What follows belongs to an exercise in optimizing a design on an open flow for small area; a production flow would make more cautious choices. In this exercise RTL edits were held to simulation tests only and were not proved equivalent to the original. Power is estimated from default activity; no workload was simulated.

== run 1 ==
// fetch_unit
module fetch_unit #(
    parameter int                          BUF_DEPTH      = 8,
    parameter int                          DECODE_CREDITS = 4,
    parameter logic [fetch_pkg::xlen-1:0]  RESET_PC       = '0
) (
    input  logic                       clock,
    input  logic                       reset,
    input  fetch_pkg::redirect_t       resolved_branch,
    input  fetch_pkg::redirect_t       predicted_branch,
    input  fetch_pkg::icache_rsp_t     icache_rsp,
    input  logic                       credit_return,
    output logic                       icache_req,
    output logic [fetch_pkg::xlen-1:0] icache_addr,
    output fetch_pkg::fetch_packet_t   issue_packet
);
Size in the first run: about 1500 cells after synthesis, ~530 flip-flops.
export LEC_CHECK = 0
export CAP_MARGIN = 20
export CORE_MARGIN = 2
export CORE_UTILIZATION = 40
export CTS_BUF_LIST = sky130_fd_sc_hd__clkbuf_16
export CTS_CLUSTER_DIAMETER = 120
export CTS_CLUSTER_SIZE = 28
export SLEW_MARGIN = 20
create_clock -name core_clock -period 6.0 [get_ports {clock}]
standard.sh (not shown) runs the stock make flow with config.mk's settings and CLKGATE_MAP_FILE= SYNTH_SCRIPT=/design/flow/synth_recipe.tcl, a recipe that flattens the netlist after the stock synthesis.
==> flow/flow/run.sh <==
#!/bin/bash
# Standard ORFS layout, with the port buffers made of the smallest buffer cell
# instead of the default pick. Every port still gets its own buffer.
set -euo pipefail
bash standard.sh "BUFFER_PORTS_ARGS=-buffer_cell sky130_fd_sc_hd__buf_1" finish > make_finish.log 2>&1
Here is what was changed in the inputs of run 2 compared with run 1.
Settings: SLEW_MARGIN: 20 -> 0; CAP_MARGIN: 20 -> 0; CORE_UTILIZATION: 40 -> 70; CTS_CLUSTER_DIAMETER: 120 -> 100; CTS_CLUSTER_SIZE: 28 -> 32.
[summary]
In the reports for run 1 and run 2, the larger first-pass GRT wire length belongs to run 1.
Changes observed in run 2 relative to run 1: sequential cell count was more or less identical, cell area went down 490 um^2, global-route usage higher, register fraction of the total cell area went up 1.4 points.
Compared with run 1, in run 2 final hold slack shows no meaningful change; combinational power share increased 0.3 points.
Delta(number of signal-net buffers in the layout, run 2 - run 1) > 0
Half-perimeter wire length after detailed placement was higher in run 1 than in run 2.
Compare run 1 and run 2 | clock period minus worst slack higher: run 2
Cmp run 1 and run 2 / worst setup slack after layout / higher: run 1
Edits applied to the flow inputs when going from run 2 to run 3:
Settings: changing CORE_UTILIZATION from 70 to 40; changing CAP_MARGIN from 0 to 20; removing CTS_CLUSTER_DIAMETER (formerly 100); changing SLEW_MARGIN from 0 to 20; removing CTS_CLUSTER_SIZE (formerly 32); changing CTS_BUF_LIST from sky130_fd_sc_hd__clkbuf_16 to sky130_fd_sc_hd__clkbuf_8.
==> flow/run.sh (new file) <==
#!/bin/bash
# synth_recipe.tcl (not shown) runs the flow's synth.tcl, then flattens the netlist and writes it again
# the make line also repeats each setting of config.mk as NAME=value (left out here)
make -C /OpenROAD-flow-scripts/flow DESIGN_CONFIG=/design/flow/config.mk WORK_HOME=/design/flow/orfs CLKGATE_MAP_FILE= SYNTH_SCRIPT=/design/flow/synth_recipe.tcl finish
removed: flow/flow/run.sh
removed: flow/standard.sh
--- outcome ---
- Comparing run 2 and run 3, the higher final layout net count is on run 3.
- Fmax | run 3 vs run 2 | run 3 slower
- Per the comparison of run 3 with run 2, count of clock-buffer cells in the layout rose by 66, maximum fanout along the worst path shows an increase of 6.3%, area growth from synthesis to layout increased 14 points.
- Looking at placer congestion estimate, run 3 sits 0.019 lower than run 2 does.
- [compare] base=run 2 new=run 3: number of hold-repair buffers added at the cts stage held, final cell count without fillers saw an increase, clock power share shows an increase of 10 points, design area higher.
## Diff of input files: run 4 against run 3
Settings: CTS_BUF_LIST removed (was sky130_fd_sc_hd__clkbuf_8).
==> flow/flow/run.sh (new file) <==
#!/bin/bash
# Standard ORFS layout, with the port buffers made of the smallest buffer cell
# instead of the default pick. Every port still gets its own buffer.
set -euo pipefail
bash standard.sh "BUFFER_PORTS_ARGS=-buffer_cell sky130_fd_sc_hd__buf_1" finish > make_finish.log 2>&1
==> flow/standard.sh (new file) <==
#!/bin/bash
# synth_recipe.tcl (not shown) runs the flow's synth.tcl, then flattens the netlist and writes it again
# the make line also repeats each setting of config.mk as NAME=value (left out here)
make -C /OpenROAD-flow-scripts/flow DESIGN_CONFIG=/design/flow/config.mk WORK_HOME=/design/flow/orfs CLKGATE_MAP_FILE= SYNTH_SCRIPT=/design/flow/synth_recipe.tcl "${@:-finish}"
removed: flow/run.sh
==> notes.md <==
met5 as the uppermost signal routing layer after detailed routing was reported by run 4, and met4 by run 3. Run 4 — wire length on met2 about 1.5% lower, run 3 as reference. From run 4 to run 3, count of inverters not on the clock network in the layout did not move at all. Average wire per standard cell delta (run 3 -> run 4): insignificant. Run 4 against run 3: routed wire length moved down; met3 wire length has increased.
--- input diff run 4..run 5 ---
Settings: CTS_BUF_LIST newly set to sky130_fd_sc_hd__clkbuf_8; CTS_CLUSTER_DIAMETER newly set to 80; CTS_CLUSTER_SIZE newly set to 16.
## What came out
- Changes observed in run 5 relative to run 4: share of the clock period used by the worst path after layout climbed 0.49 points, detailed-route wire length per cell shows an increase of about 0.75%, met2 track utilization from global routing saw little to no change, clock buffer count fell 47%, time the worst path needs with I/O delays and setup moved up.
- Core outline area came out exactly the same in run 4 and run 5.
- Total via count after detailed routing was higher in run 4 than in run 5.
- Compared with run 4, run 5 instantiates a smaller number of cells.
- Against run 4, run 5 reports a overall power after layout that is lower.
- Between run 4 and run 5, global-route wire length before repair decreased.
- Measured against each other, run 4 and run 5 differ in global-route usage, the higher figure coming from run 4.

## port drivers added, routing unchanged
In the flow no input, the clock included, has a driving cell. The finished layouts below were timed again as built, in two steps. Step 1 (the two cells are an assumption about what drives the block):
set clk [get_ports {clock}]
set_driving_cell -lib_cell sky130_fd_sc_hd__clkbuf_16 $clk
set_driving_cell -lib_cell sky130_fd_sc_hd__buf_2 [delete_from_list [all_inputs] $clk]
Step 2, shift: input delay + t, output delay - t, t = (earliest + latest rising clock arrival at the registers) / 2. This alone moves slack from input paths to output paths. Slacks: no drivers / after step 1 / after step 2; pairs: no drivers / after step 1.
run	t, ns	slack for setup (ns)	worst setup path after step 2	worst data-port slew with drivers (ns)
run 1	0.638	1.041 / 0.984 / 1.504	input to output	0.07
run 2	0.595	1.026 / 0.969 / 1.108	input to output	0.08
run 3	0.724	0.491 / 0.438 / 1.161	register to output	0.07
run 4	0.664	0.985 / 0.924 / 1.571	input to output	0.07
run 5	0.672	0.955 / 0.901 / 1.550	input to output	0.07
After both steps every run listed still meets setup and hold.
